Context: an optimization exercise on an open-source flow, tuned for small area and few clock cycles per item. The choices shown serve that exercise and are no tape-out recipe. The RTL was checked by simulation tests, not by an equivalence proof against the original design.

## flow/run.sh

```bash
#!/bin/bash
# synth_recipe.tcl (not shown) runs the flow's synth.tcl, then flattens the netlist and writes it again
# the make line also repeats each setting of config.mk as NAME=value (left out here)
make -C /OpenROAD-flow-scripts/flow DESIGN_CONFIG=/design/flow/config.mk WORK_HOME=/design/flow/orfs CLKGATE_MAP_FILE= SYNTH_SCRIPT=/design/flow/synth_recipe.tcl finish
```

## flow/config.mk

```make
export PLATFORM = sky130hd
export DESIGN_NAME = hsl_neighbor_edge_map
export DESIGN_NICKNAME = hsl_neighbor_edge_map
export VERILOG_FILES = /design/flow/design.v
export SDC_FILE = /design/flow/constraint.sdc
export NUM_CORES = 4
export LEC_CHECK = 0
export CAP_MARGIN = 20
export CORE_MARGIN = 2
export CORE_UTILIZATION = 40
export SLEW_MARGIN = 20
```

## flow/constraint.sdc

```tcl
create_clock -name core_clock -period 12.0 [get_ports {clk_i}]
set_input_delay 2.4000 -clock core_clock [delete_from_list [all_inputs] [get_ports {clk_i}]]
set_output_delay 2.4000 -clock core_clock [all_outputs]
set_load 0.01 [all_outputs]
```

## flow/design.v

```verilog
package hnem_pkg;
  localparam int unsigned MaxColsDef   = 32;
  localparam int unsigned MaxRowsDef   = 1024;
  localparam int unsigned MaxColsLimit = 62;
  localparam int unsigned ColLimW      = 6;
  localparam int unsigned RowLimW      = 16;
  localparam int unsigned ChanW    = 8;
  localparam int unsigned ThrW     = 18;
  localparam int unsigned WeightW  = 16;
  localparam int unsigned WidthW   = 6;
  localparam int unsigned ColOutW  = 5;
  localparam int unsigned RowOutW  = 10;
  localparam int unsigned IdxW     = 3;
  localparam int unsigned CfgDataW = 18;
  localparam int unsigned ProdW    = ChanW + WeightW;
  localparam int unsigned SumW     = ProdW + 2;
  localparam int unsigned NbCount  = 4;
  localparam int unsigned QueueDepth = 4;
  localparam int unsigned CntW       = $clog2(QueueDepth + 1);
  localparam logic [ChanW-1:0]   ChanMax     = 8'd255;
  localparam logic [ChanW-1:0]   HueHalf     = ChanMax / 2;
  localparam logic [ThrW-1:0]    ThrReset    = 18'd10;
  localparam logic [WeightW-1:0] WeightReset = 16'd256;
  localparam logic [WidthW-1:0]  WidthReset  = 6'd32;
  typedef enum logic [IdxW-1:0] {
    REG_EDGE_THRESHOLD    = 3'd0,
    REG_HUE_WEIGHT        = 3'd1,
    REG_SATURATION_WEIGHT = 3'd2,
    REG_LIGHTNESS_WEIGHT  = 3'd3,
    REG_FRAME_WIDTH       = 3'd4
  } cfg_reg_e;
  typedef struct packed {
    logic [ChanW-1:0] light;
    logic [ChanW-1:0] sat;
    logic [ChanW-1:0] hue;
  } color_t;
  typedef struct packed {
    logic [ChanW-1:0] pix_hue;
    logic [ChanW-1:0] pix_sat;
    logic [ChanW-1:0] pix_light;
    logic             frame_end;
  } pix_t;
  typedef struct packed {
    logic               edge_flag;
    logic [ColOutW-1:0] out_col;
    logic [RowOutW-1:0] out_row;
    logic               run_last;
    logic               frame_done;
  } res_t;
  typedef struct packed {
    logic [IdxW-1:0]     cfg_index;
    logic [CfgDataW-1:0] cfg_data;
  } cfg_wr_t;
  typedef struct packed {
    logic [ThrW-1:0]    edge_threshold;
    logic [WeightW-1:0] hue_weight;
    logic [WeightW-1:0] saturation_weight;
    logic [WeightW-1:0] lightness_weight;
    logic [WidthW-1:0]  frame_width;
  } cfg_t;
  typedef struct packed {
    logic [MaxColsLimit-1:0] prev_flags;
    logic [MaxColsLimit-1:0] curr_flags;
    logic                    has_prev;
    logic                    has_curr;
    logic [ColLimW-1:0]      p_start;
    logic [ColLimW-1:0]      p_end;
    logic [ColLimW-1:0]      c_end;
    logic [RowLimW-1:0]      prow;
    logic [RowLimW-1:0]      row;
  } job_t;
endpackage
module hnem_front #(
  parameter int unsigned MAX_COLS = hnem_pkg::MaxColsDef,
  parameter int unsigned MAX_ROWS = hnem_pkg::MaxRowsDef
) (
  input  logic            clk_i,
  input  logic            rst_ni,
  input  logic            pix_valid_i,
  output logic            pix_ready_o,
  input  hnem_pkg::pix_t            pix_data_i,
  input  hnem_pkg::cfg_t            cfg_i,
  input  logic [hnem_pkg::CntW-1:0] q_count_i,
  output logic            push_o,
  output hnem_pkg::job_t            job_o
);
  localparam int unsigned ColW = $clog2(MAX_COLS);
  localparam int unsigned RowW = $clog2(MAX_ROWS);
  localparam logic [ColW-1:0] LastCol = ColW'(MAX_COLS - 1);
  localparam logic [RowW-1:0] LastRow = RowW'(MAX_ROWS - 1);
  localparam int unsigned NbLeft    = 0;
  localparam int unsigned NbUp      = 1;
  localparam int unsigned NbUpLeft  = 2;
  localparam int unsigned NbUpRight = 3;
  typedef struct packed {
    logic [ColW-1:0] col;
    logic [ColW-1:0] col_m1;
    logic [ColW-1:0] col_p1;
    logic            row_end;
    logic            frame_end;
    logic            above;
    logic            has_left;
    logic            has_right;
    logic [RowW-1:0] row;
    logic [RowW-1:0] prow;
  } ctrl_t;
  function automatic logic [hnem_pkg::ChanW-1:0] chan_dist(input logic [hnem_pkg::ChanW-1:0] a,
                                                 input logic [hnem_pkg::ChanW-1:0] b);
    chan_dist = (a > b) ? a - b : b - a;
  endfunction
  function automatic logic [hnem_pkg::ChanW-1:0] hue_dist(input logic [hnem_pkg::ChanW-1:0] a,
                                                input logic [hnem_pkg::ChanW-1:0] b);
    logic [hnem_pkg::ChanW-1:0] d;
    d = chan_dist(a, b);
    hue_dist = (d > hnem_pkg::HueHalf) ? hnem_pkg::ChanMax - d : d;
  endfunction
  logic [3*hnem_pkg::ChanW-1:0] line_mem [MAX_COLS];
  hnem_pkg::color_t          up_rd_q;
  hnem_pkg::color_t          ur_rd_q;
  hnem_pkg::color_t          left_q;
  hnem_pkg::color_t          upleft_q;
  hnem_pkg::color_t          cur_q;
  hnem_pkg::color_t          nb_left_q;
  ctrl_t           s1_q;
  ctrl_t           s2_q;
  logic [hnem_pkg::NbCount-1:0][hnem_pkg::ProdW-1:0] prod_hue_q;
  logic [hnem_pkg::NbCount-1:0][hnem_pkg::ProdW-1:0] prod_sat_q;
  logic [hnem_pkg::NbCount-1:0][hnem_pkg::ProdW-1:0] prod_light_q;
  logic [hnem_pkg::NbCount-1:0][hnem_pkg::ProdW-1:0] prod_hue_d;
  logic [hnem_pkg::NbCount-1:0][hnem_pkg::ProdW-1:0] prod_sat_d;
  logic [hnem_pkg::NbCount-1:0][hnem_pkg::ProdW-1:0] prod_light_d;
  logic            s1_v_q;
  logic            s2_v_q;
  logic [ColW-1:0] col_q;
  logic [RowW-1:0] row_q;
  logic            above_q;
  logic [MAX_COLS-1:0] prev_q;
  logic [MAX_COLS-1:0] curr_q;
  hnem_pkg::color_t          cur;
  logic            accept;
  logic [ColW-1:0] wm1;
  logic [ColW-1:0] col;
  logic [ColW-1:0] col_nx;
  logic            row_end;
  ctrl_t           s1_d;
  logic [hnem_pkg::NbCount-1:0][hnem_pkg::ChanW-1:0] nb_hue;
  logic [hnem_pkg::NbCount-1:0][hnem_pkg::ChanW-1:0] nb_sat;
  logic [hnem_pkg::NbCount-1:0][hnem_pkg::ChanW-1:0] nb_light;
  logic [hnem_pkg::NbCount-1:0][hnem_pkg::SumW-1:0] sum;
  logic [hnem_pkg::NbCount-1:0] hit;
  logic            hit_left;
  logic            hit_up;
  logic            hit_ul;
  logic            hit_ur;
  logic [MAX_COLS-1:0] prev_upd;
  logic [MAX_COLS-1:0] curr_upd;
  logic [MAX_COLS-1:0] prev_d;
  logic [MAX_COLS-1:0] curr_d;
  logic            has_prev;
  assign cur.light = pix_data_i.pix_light;
  assign cur.sat   = pix_data_i.pix_sat;
  assign cur.hue   = pix_data_i.pix_hue;
  assign accept = pix_valid_i && pix_ready_o;
  assign pix_ready_o = (q_count_i + hnem_pkg::CntW'(s1_v_q) + hnem_pkg::CntW'(s2_v_q)) < hnem_pkg::CntW'(hnem_pkg::QueueDepth);
  always_comb begin
    if (cfg_i.frame_width == '0) begin
      wm1 = '0;
    end else if (7'(cfg_i.frame_width) > 7'(MAX_COLS)) begin
      wm1 = LastCol;
    end else begin
      wm1 = ColW'(cfg_i.frame_width - hnem_pkg::WidthW'(1));
    end
    col     = (col_q > wm1) ? wm1 : col_q;
    col_nx  = (col == LastCol) ? col : col + ColW'(1);
    row_end = (col == wm1) || pix_data_i.frame_end;
    s1_d.col = col;
    s1_d.col_m1 = col - ColW'(1);
    s1_d.col_p1 = col_nx;
    s1_d.row_end = row_end;
    s1_d.frame_end = pix_data_i.frame_end;
    s1_d.above = above_q;
    s1_d.has_left = col != '0;
    s1_d.has_right = col < wm1;
    s1_d.row = row_q;
    s1_d.prow = (row_q == '0) ? LastRow : row_q - RowW'(1);
  end
  always_comb begin
    nb_hue[NbLeft]      = nb_left_q.hue;
    nb_sat[NbLeft]      = nb_left_q.sat;
    nb_light[NbLeft]    = nb_left_q.light;
    nb_hue[NbUp]        = up_rd_q.hue;
    nb_sat[NbUp]        = up_rd_q.sat;
    nb_light[NbUp]      = up_rd_q.light;
    nb_hue[NbUpLeft]    = upleft_q.hue;
    nb_sat[NbUpLeft]    = upleft_q.sat;
    nb_light[NbUpLeft]  = upleft_q.light;
    nb_hue[NbUpRight]   = ur_rd_q.hue;
    nb_sat[NbUpRight]   = ur_rd_q.sat;
    nb_light[NbUpRight] = ur_rd_q.light;
    for (int n = 0; n < hnem_pkg::NbCount; n++) begin
      prod_hue_d[n]   = hnem_pkg::ProdW'(hue_dist(cur_q.hue, nb_hue[n])) *
                        hnem_pkg::ProdW'(cfg_i.hue_weight);
      prod_sat_d[n]   = hnem_pkg::ProdW'(chan_dist(cur_q.sat, nb_sat[n])) *
                        hnem_pkg::ProdW'(cfg_i.saturation_weight);
      prod_light_d[n] = hnem_pkg::ProdW'(chan_dist(cur_q.light, nb_light[n])) *
                        hnem_pkg::ProdW'(cfg_i.lightness_weight);
    end
  end
  always_comb begin
    for (int n = 0; n < hnem_pkg::NbCount; n++) begin
      sum[n] = hnem_pkg::SumW'(prod_hue_q[n]) + hnem_pkg::SumW'(prod_sat_q[n]) +
               hnem_pkg::SumW'(prod_light_q[n]);
      hit[n] = sum[n][hnem_pkg::SumW-1 -: hnem_pkg::ThrW] > cfg_i.edge_threshold;
    end
    hit_left = hit[NbLeft] && s2_q.has_left;
    hit_up   = hit[NbUp] && s2_q.above;
    hit_ul   = hit[NbUpLeft] && s2_q.above && s2_q.has_left;
    hit_ur   = hit[NbUpRight] && s2_q.above && s2_q.has_right;
    prev_upd = prev_q;
    curr_upd = curr_q;
    if (hit_left) begin
      curr_upd[s2_q.col]    = 1'b1;
      curr_upd[s2_q.col_m1] = 1'b1;
    end
    if (hit_up) begin
      curr_upd[s2_q.col] = 1'b1;
      prev_upd[s2_q.col] = 1'b1;
    end
    if (hit_ul) begin
      curr_upd[s2_q.col]    = 1'b1;
      prev_upd[s2_q.col_m1] = 1'b1;
    end
    if (hit_ur) begin
      curr_upd[s2_q.col]    = 1'b1;
      prev_upd[s2_q.col_p1] = 1'b1;
    end
    if (s2_q.frame_end) begin
      prev_d = '0;
      curr_d = '0;
    end else if (s2_q.row_end) begin
      prev_d = curr_upd;
      curr_d = '0;
    end else begin
      prev_d = prev_upd;
      curr_d = curr_upd;
    end
    has_prev = s2_q.above && (s2_q.has_left || s2_q.row_end);
    job_o.prev_flags = hnem_pkg::MaxColsLimit'(prev_upd);
    job_o.curr_flags = hnem_pkg::MaxColsLimit'(curr_upd);
    job_o.has_prev = has_prev;
    job_o.has_curr = s2_q.frame_end;
    job_o.p_start = hnem_pkg::ColLimW'(s2_q.has_left ? s2_q.col_m1 : s2_q.col);
    job_o.p_end = hnem_pkg::ColLimW'(s2_q.row_end ? wm1 : s2_q.col_m1);
    job_o.c_end = hnem_pkg::ColLimW'(s2_q.col);
    job_o.prow = hnem_pkg::RowLimW'(s2_q.prow);
    job_o.row = hnem_pkg::RowLimW'(s2_q.row);
    push_o = s2_v_q && (has_prev || s2_q.frame_end);
  end
  always_ff @(posedge clk_i or negedge rst_ni) begin
    if (!rst_ni) begin
      s1_v_q  <= 1'b0;
      s2_v_q  <= 1'b0;
      col_q   <= '0;
      row_q   <= '0;
      above_q <= 1'b0;
      prev_q  <= '0;
      curr_q  <= '0;
    end else begin
      s1_v_q <= accept;
      s2_v_q <= s1_v_q;
      if (accept) begin
        if (pix_data_i.frame_end) begin
          col_q   <= '0;
          row_q   <= '0;
          above_q <= 1'b0;
        end else if (row_end) begin
          col_q   <= '0;
          row_q   <= (row_q == LastRow) ? '0 : row_q + RowW'(1);
          above_q <= 1'b1;
        end else begin
          col_q <= col + ColW'(1);
        end
      end
      if (s2_v_q) begin
        prev_q <= prev_d;
        curr_q <= curr_d;
      end
    end
  end
  always_ff @(posedge clk_i) begin
    if (accept) begin
      line_mem[col] <= cur;
      up_rd_q       <= line_mem[col];
      ur_rd_q       <= line_mem[col_nx];
      nb_left_q     <= left_q;
      left_q        <= cur;
      cur_q         <= cur;
      s1_q          <= s1_d;
    end
    if (s1_v_q) begin
      upleft_q <= up_rd_q;
      s2_q     <= s1_q;
      prod_hue_q   <= prod_hue_d;
      prod_sat_q   <= prod_sat_d;
      prod_light_q <= prod_light_d;
    end
  end
endmodule
module hnem_queue (
  input  logic            clk_i,
  input  logic            rst_ni,
  input  logic            push_i,
  input  hnem_pkg::job_t            job_i,
  input  logic            pop_i,
  output hnem_pkg::job_t            head_o,
  output logic [hnem_pkg::CntW-1:0] count_o
);
  localparam int unsigned PtrW = $clog2(hnem_pkg::QueueDepth);
  logic [2*hnem_pkg::MaxColsLimit+3*hnem_pkg::ColLimW+2*hnem_pkg::RowLimW+1:0] slot_q [hnem_pkg::QueueDepth];
  logic [PtrW-1:0] wr_ptr_q;
  logic [PtrW-1:0] rd_ptr_q;
  logic [hnem_pkg::CntW-1:0] count_q;
  always_ff @(posedge clk_i or negedge rst_ni) begin
    if (!rst_ni) begin
      wr_ptr_q <= '0;
      rd_ptr_q <= '0;
      count_q  <= '0;
    end else begin
      if (push_i) begin
        wr_ptr_q <= wr_ptr_q + PtrW'(1);
      end
      if (pop_i) begin
        rd_ptr_q <= rd_ptr_q + PtrW'(1);
      end
      if (push_i && !pop_i) begin
        count_q <= count_q + hnem_pkg::CntW'(1);
      end else if (!push_i && pop_i) begin
        count_q <= count_q - hnem_pkg::CntW'(1);
      end
    end
  end
  always_ff @(posedge clk_i) begin
    if (push_i) begin
      slot_q[wr_ptr_q] <= job_i;
    end
  end
  assign head_o  = slot_q[rd_ptr_q];
  assign count_o = count_q;
endmodule
module hnem_back #(
  parameter int unsigned MAX_COLS = hnem_pkg::MaxColsDef
) (
  input  logic            clk_i,
  input  logic            rst_ni,
  input  hnem_pkg::job_t            head_i,
  input  logic [hnem_pkg::CntW-1:0] q_count_i,
  output logic            pop_o,
  output logic            res_valid_o,
  input  logic            res_ready_i,
  output hnem_pkg::res_t            res_data_o
);
  localparam int unsigned ColW = $clog2(MAX_COLS);
  typedef enum logic {
    SEG_PREV,
    SEG_CURR
  } seg_e;
  logic            active_q;
  seg_e            seg_q;
  logic [ColW-1:0] k_q;
  logic            out_v_q;
  hnem_pkg::res_t            out_q;
  seg_e            seg;
  logic [ColW-1:0] k;
  logic [ColW-1:0] seg_end;
  logic [MAX_COLS-1:0] prev_flags;
  logic [MAX_COLS-1:0] curr_flags;
  logic            seg_last;
  logic            job_last;
  logic            load;
  always_comb begin
    prev_flags = head_i.prev_flags[MAX_COLS-1:0];
    curr_flags = head_i.curr_flags[MAX_COLS-1:0];
    if (active_q) begin
      seg = seg_q;
      k   = k_q;
    end else if (head_i.has_prev) begin
      seg = SEG_PREV;
      k   = ColW'(head_i.p_start);
    end else begin
      seg = SEG_CURR;
      k   = '0;
    end
    seg_end  = (seg == SEG_PREV) ? ColW'(head_i.p_end) : ColW'(head_i.c_end);
    seg_last = (k == seg_end);
    job_last = seg_last && ((seg == SEG_CURR) || !head_i.has_curr);
    load     = (q_count_i != '0) && (!out_v_q || res_ready_i);
  end
  assign pop_o = load && job_last;
  always_ff @(posedge clk_i or negedge rst_ni) begin
    if (!rst_ni) begin
      active_q <= 1'b0;
      seg_q    <= SEG_PREV;
      k_q      <= '0;
      out_v_q  <= 1'b0;
      out_q    <= '0;
    end else begin
      if (load) begin
        out_v_q          <= 1'b1;
        out_q.edge_flag  <= (seg == SEG_PREV) ? prev_flags[k] : curr_flags[k];
        out_q.out_col    <= hnem_pkg::ColOutW'(k);
        out_q.out_row    <= hnem_pkg::RowOutW'((seg == SEG_PREV) ? head_i.prow : head_i.row);
        out_q.run_last   <= job_last;
        out_q.frame_done <= job_last && head_i.has_curr;
        if (job_last) begin
          active_q <= 1'b0;
        end else if (seg_last) begin
          active_q <= 1'b1;
          seg_q    <= SEG_CURR;
          k_q      <= '0;
        end else begin
          active_q <= 1'b1;
          seg_q    <= seg;
          k_q      <= k + ColW'(1);
        end
      end else if (res_ready_i) begin
        out_v_q <= 1'b0;
      end
    end
  end
  assign res_valid_o = out_v_q;
  assign res_data_o  = out_q;
endmodule
module hsl_neighbor_edge_map #(
  parameter int unsigned MAX_COLS = hnem_pkg::MaxColsDef,
  parameter int unsigned MAX_ROWS = hnem_pkg::MaxRowsDef
) (
  input  logic          clk_i,
  input  logic          rst_ni,
  input  logic          pix_valid_i,
  output logic          pix_ready_o,
  input  logic [7:0]    pix_hue_i,
  input  logic [7:0]    pix_sat_i,
  input  logic [7:0]    pix_light_i,
  input  logic          pix_frame_end_i,
  input  logic          cfg_valid_i,
  output logic          cfg_ready_o,
  input  logic [2:0]    cfg_index_i,
  input  logic [17:0]   cfg_data_i,
  output logic          res_valid_o,
  input  logic          res_ready_i,
  output logic          res_edge_o,
  output logic [4:0]    res_col_o,
  output logic [9:0]    res_row_o,
  output logic          res_run_last_o,
  output logic          res_frame_done_o
);
  hnem_pkg::cfg_t            cfg_q;
  logic            push;
  logic            pop;
  hnem_pkg::job_t            job;
  hnem_pkg::job_t            head;
  logic [hnem_pkg::CntW-1:0] q_count;
  hnem_pkg::pix_t            pix_data;
  hnem_pkg::res_t            res_data;
  assign pix_data.pix_hue = pix_hue_i;
  assign pix_data.pix_sat = pix_sat_i;
  assign pix_data.pix_light = pix_light_i;
  assign pix_data.frame_end = pix_frame_end_i;
  assign res_edge_o       = res_data.edge_flag;
  assign res_col_o        = res_data.out_col;
  assign res_row_o        = res_data.out_row;
  assign res_run_last_o   = res_data.run_last;
  assign res_frame_done_o = res_data.frame_done;
  assign cfg_ready_o = 1'b1;
  always_ff @(posedge clk_i or negedge rst_ni) begin
    if (!rst_ni) begin
      cfg_q.edge_threshold    <= hnem_pkg::ThrReset;
      cfg_q.hue_weight        <= hnem_pkg::WeightReset;
      cfg_q.saturation_weight <= hnem_pkg::WeightReset;
      cfg_q.lightness_weight  <= hnem_pkg::WeightReset;
      cfg_q.frame_width       <= hnem_pkg::WidthReset;
    end else if (cfg_valid_i && cfg_ready_o) begin
      case (cfg_index_i)
        hnem_pkg::REG_EDGE_THRESHOLD: begin
          cfg_q.edge_threshold <= cfg_data_i[hnem_pkg::ThrW-1:0];
        end
        hnem_pkg::REG_HUE_WEIGHT: begin
          cfg_q.hue_weight <= cfg_data_i[hnem_pkg::WeightW-1:0];
        end
        hnem_pkg::REG_SATURATION_WEIGHT: begin
          cfg_q.saturation_weight <= cfg_data_i[hnem_pkg::WeightW-1:0];
        end
        hnem_pkg::REG_LIGHTNESS_WEIGHT: begin
          cfg_q.lightness_weight <= cfg_data_i[hnem_pkg::WeightW-1:0];
        end
        hnem_pkg::REG_FRAME_WIDTH: begin
          cfg_q.frame_width <= cfg_data_i[hnem_pkg::WidthW-1:0];
        end
        default: begin
        end
      endcase
    end
  end
  hnem_front #(
    .MAX_COLS (MAX_COLS),
    .MAX_ROWS (MAX_ROWS)
  ) u_front (
    .clk_i     (clk_i),
    .rst_ni    (rst_ni),
    .pix_valid_i (pix_valid_i),
    .pix_ready_o (pix_ready_o),
    .pix_data_i  (pix_data),
    .cfg_i     (cfg_q),
    .q_count_i (q_count),
    .push_o    (push),
    .job_o     (job)
  );
  hnem_queue u_queue (
    .clk_i   (clk_i),
    .rst_ni  (rst_ni),
    .push_i  (push),
    .job_i   (job),
    .pop_i   (pop),
    .head_o  (head),
    .count_o (q_count)
  );
  hnem_back #(
    .MAX_COLS (MAX_COLS)
  ) u_back (
    .clk_i     (clk_i),
    .rst_ni    (rst_ni),
    .head_i    (head),
    .q_count_i (q_count),
    .pop_o     (pop),
    .res_valid_o (res_valid_o),
    .res_ready_i (res_ready_i),
    .res_data_o  (res_data)
  );
endmodule
```

==> summary.txt <==
Layout
  – Share of cells above drive strength 1: 10.7%
  – Final net count: 13800
  – Area Growth Syn to Fin: 9.81%

Clocking
  – CTS buffer count: 205
  – Hold bufs inserted after CTS: 0
  – Cts repair resizes: 0
  – CTS max path bufs: 4
  – Worst skew pair latency: 0.94 ns
  – CTS HTree Levels: 4
  – Clock-pin slew on the worst setup and hold paths: 0.06 ns
  – TritonCTS clock tree: built
  – Clock Sinks: 1847
  – Root buffer cell: clkbuf_16
  – Post-CTS setup buffers: 0

Synth
  – Cell Area, Synth: 138000 um2
  – Avg Cell Area, Syn: 11.9 um2
  – Register area share after synthesis: 39.6%
  – Yosys cell types: 111
  – Flops & latches, synth: 1847
  – Fraction of registers with async set/reset: 10.1%
  – Cells after Synth: 11600
  – Synth area leaders: edfxtp_1, fa_1, ha_1
  – EDFF count, synth: 1660
  – Area leader, netlist: edfxtp_1
  – Ys Warns: 4
  – Share of the synthesized area in the top cell type: 36.2%
  – Ys flop type: edfxtp_1

Floorplan
  – Floorplan row count: 215
  – Full die area: 349000 um2
  – Core area: 343000 um2
  – Initial Util: 40.2%
  – Die width: 591 um
  – IO Pins: 72
  – Die height: 591 um

Detailed routing
  – Vias per std cell: 5.74
  – Post-route antenna net violation count: 0
  – DRC violations left: 0
  – Drt wl/cell: 25.1 um
  – Via Count: 94400
  – Drt first-iter violations: 9179
  – Number of detailed-route iterations in the first pass: 6
  – Final WL: 413 mm

Worst setup path
  – Max stage delay on crit path: 0.92 ns
  – Crit. End Element: flop
  – Crit path buffers/inverters: 3
  – CP top delay family: compound AO/OA/AOI/OAI gates
  – WP data arrival: 10.89 ns
  – Peak fanout along the critical path: 21
  – CP dominant cell by count: fa_1
  – Data required, critical path: 12.64 ns
  – Critical path launch point type: flop
  – Critical Path Slowest Stage Cell: o31ai_2
  – Reg-to-reg setup timing slack: 1.76 ns
  – CP Class: flop to flop

Hold path
  – Worst hold path class: flop to flop

Timing
  – Setup TNS: 0 ns
  – Worst slew pin tran: 1.20 ns
  – Clock period minus worst slack: 10.24 ns
  – RSZ-0062 raised after global routing: no
  – Final slew viol count: 0
  – Rel. slew slack: 19.6%
  – Setup violations, final: 0
  – Worst Skew: 0.115 ns
  – Crit share post-route: 85.4%
  – Final Hold Fails: 0
  – Maximum operating frequency: 0.0976 GHz

Global route
  – Initial antenna violation count: 30
  – Vias in the first global route: 97900
  – Tot GR Track Use: 23.6%
  – Largest net degree at the start of global routing: 140
  – Total gr overflow: 0
  – Global-route wire length before repair: 621 mm

Placement
  – Final HPWL DP: 291 mm
  – PortBufs: 70
  – Gpl congestion: 0.948

Outcome
  – Status: complete, no violations

Job
  – # Max-Cap Violations: 0
## layout make-up
| class | instances | area [um2] |
|---|---|---|
| Sequential cell | 1847 | 54500 |
| Tap cell | 4557 | 5700 |
| Fill cell | 31300 | 191000 |
| Timing Repair Buffer | 310 | 2470 |
| Clock inverter | 112 | 1050 |
| Multi-Input combinational cell | 8048 | 77000 |
| Clock buffer | 261 | 5520 |
| Antenna cell | 5 | 12.5 |
| Inverter | 1304 | 4910 |
## per-stage QoR
step / instance area [um2] / cells / util, % / setup WS (ns) / hold WS [ns]
finish: 151000 / 16400 / 44.1 / 1.76 / 0.418
global route: 151000 / 16400 / 44.1 / 1.13 / 0.418
CTS: 151000 / 16400 / 44.1 / 1.80 / 0.417
detailed placement: 145000 / 16100 / 42.2 / 1.83 / 0.405
global placement: 145000 / 16100 / 42.2 / 1.87 / 0.401
floorplan: 138000 / 11700 / - / 2.15 / 0.400
## cell usage after synthesis, types with 160 or more instances
cell type,n
o21ai_0,287
nand2_1,1356
xnor2_1,343
ha_1,1010
nor2_1,373
a21o_1,160
nand2b_1,169
a21oi_1,388
inv_1,1297
fa_1,1037
clkbuf_1,352
nor2b_1,288
edfxtp_1,1660
mux4_2,438
and2_1,513
dfrtp_1,181
## layer usage
metal | vias up | GRT usage (%) | routed length [um]
met2 | 4058 | 38.5 | 192000
li1 | 40800 | - | -
met4 | 18 | 9.13 | 18000
met3 | 777 | 4.25 | 34200
met5 | - | 0 | 125
met1 | 48800 | 31.3 | 169000
## placed cells by master, fill, tap and decap left out, types with 72 or more instances in the layout
master     synthesis  routed
xor2_1           119     116
o22ai_1           72      72
and2_1           513     509
fa_1            1037    1037
nor2b_1          288     288
a21oi_1          388     386
a21o_1           160     159
nand2_1         1356    1354
clkbuf_16          0     208
ha_1            1010    1010
mux4_2           438     438
o21ai_0          287     287
nor3_1           109     106
nand2b_1         169     169
nor2_1           373     330
edfxtp_1        1660    1660
nand3_1          139     137
buf_4             11     236
mux2_2           107     106
inv_1           1297    1296
mux2i_1          143     142
xnor2_1          343     337
o21a_1            76      76
dfrtp_1          181     175
## registers in the layout (all words and copies together) (netlist names), 5 cells and up
name,count
u_front.left_q,24
u_front.upleft_q,24
u_front.nb_left_q,24
u_front.prev_q,32
u_front.prod_light_q,96
u_back.out_q,18
u_back.k_q,5
u_front.prod_sat_q,96
u_front.s2_q,40
u_front.s1_q,40
u_front.col_q,5
u_front.up_rd_q,24
u_queue.slot_q,404
u_front.row_q,10
cfg_q,72
u_front.curr_q,32
u_front.prod_hue_q,96
u_front.ur_rd_q,24
u_front.line_mem,768
## final timing paths
check	start	end	cells past startpoint
max in group asynchronous	rst_ni	cfg_q[33]$_DFFE_PN0P_	2
min in group asynchronous	rst_ni	u_back.out_q[12]$_DFFE_PN0P_	1
min	u_front.s1_q[19]$_DFFE_PP_	u_front.s2_q[19]$_DFFE_PP_	0
min reg2reg	u_front.s1_q[19]$_DFFE_PP_	u_front.s2_q[19]$_DFFE_PP_	0
max reg2reg	u_front.left_q[7]$_DFFE_PP_	u_front.prod_hue_q[70]$_DFFE_PP_	28
max	u_front.left_q[7]$_DFFE_PP_	u_front.prod_hue_q[70]$_DFFE_PP_	28
## cells by family (layout without fill, tap and decap cells)
family,count (synthesis),count (layout),synth area share (%)
AO/OA/AOI/OAI,1573,1573,7.60
buffers and inverters,1780,1987,5.01
AND/OR/NAND/NOR,3194,3194,11.2
multiplexers,692,692,9.12
XOR/XNOR,476,476,3.16
flip-flops,1847,1847,39.6
adder cells (fa/ha/maj),2048,2048,24.3
other,2,70,0.00545
Testbench counts, summed over its fixed seeds: cycles 8,488, items 8,192.

==> what the ideal ports hide <==
Ports are ideal in the flow. The routed layout listed here was re-timed in OpenROAD. Step 1 (the two cells are an assumption about what drives the block):
set clk [get_ports {clk_i}]
set_driving_cell -lib_cell sky130_fd_sc_hd__clkbuf_16 $clk
set_driving_cell -lib_cell sky130_fd_sc_hd__buf_2 [delete_from_list [all_inputs] $clk]
Step 2 moves the port delays by t, midway between the first and last clock arrival at a register: inputs arrive t later, outputs are due t later. That takes back most of the time a late clock gives input paths. Slacks: ideal / step 1 / step 2; pairs: ideal / step 1.
shift t [ns]: 0.987
slack for setup (ns): 1.755 / 1.755 / 1.755
worst slew at a driven data input, ns: 0.27
After both steps this run still meets setup and hold. The setup slack of this run moves by 0.000 ns with the drivers and by 0.000 ns with both steps.
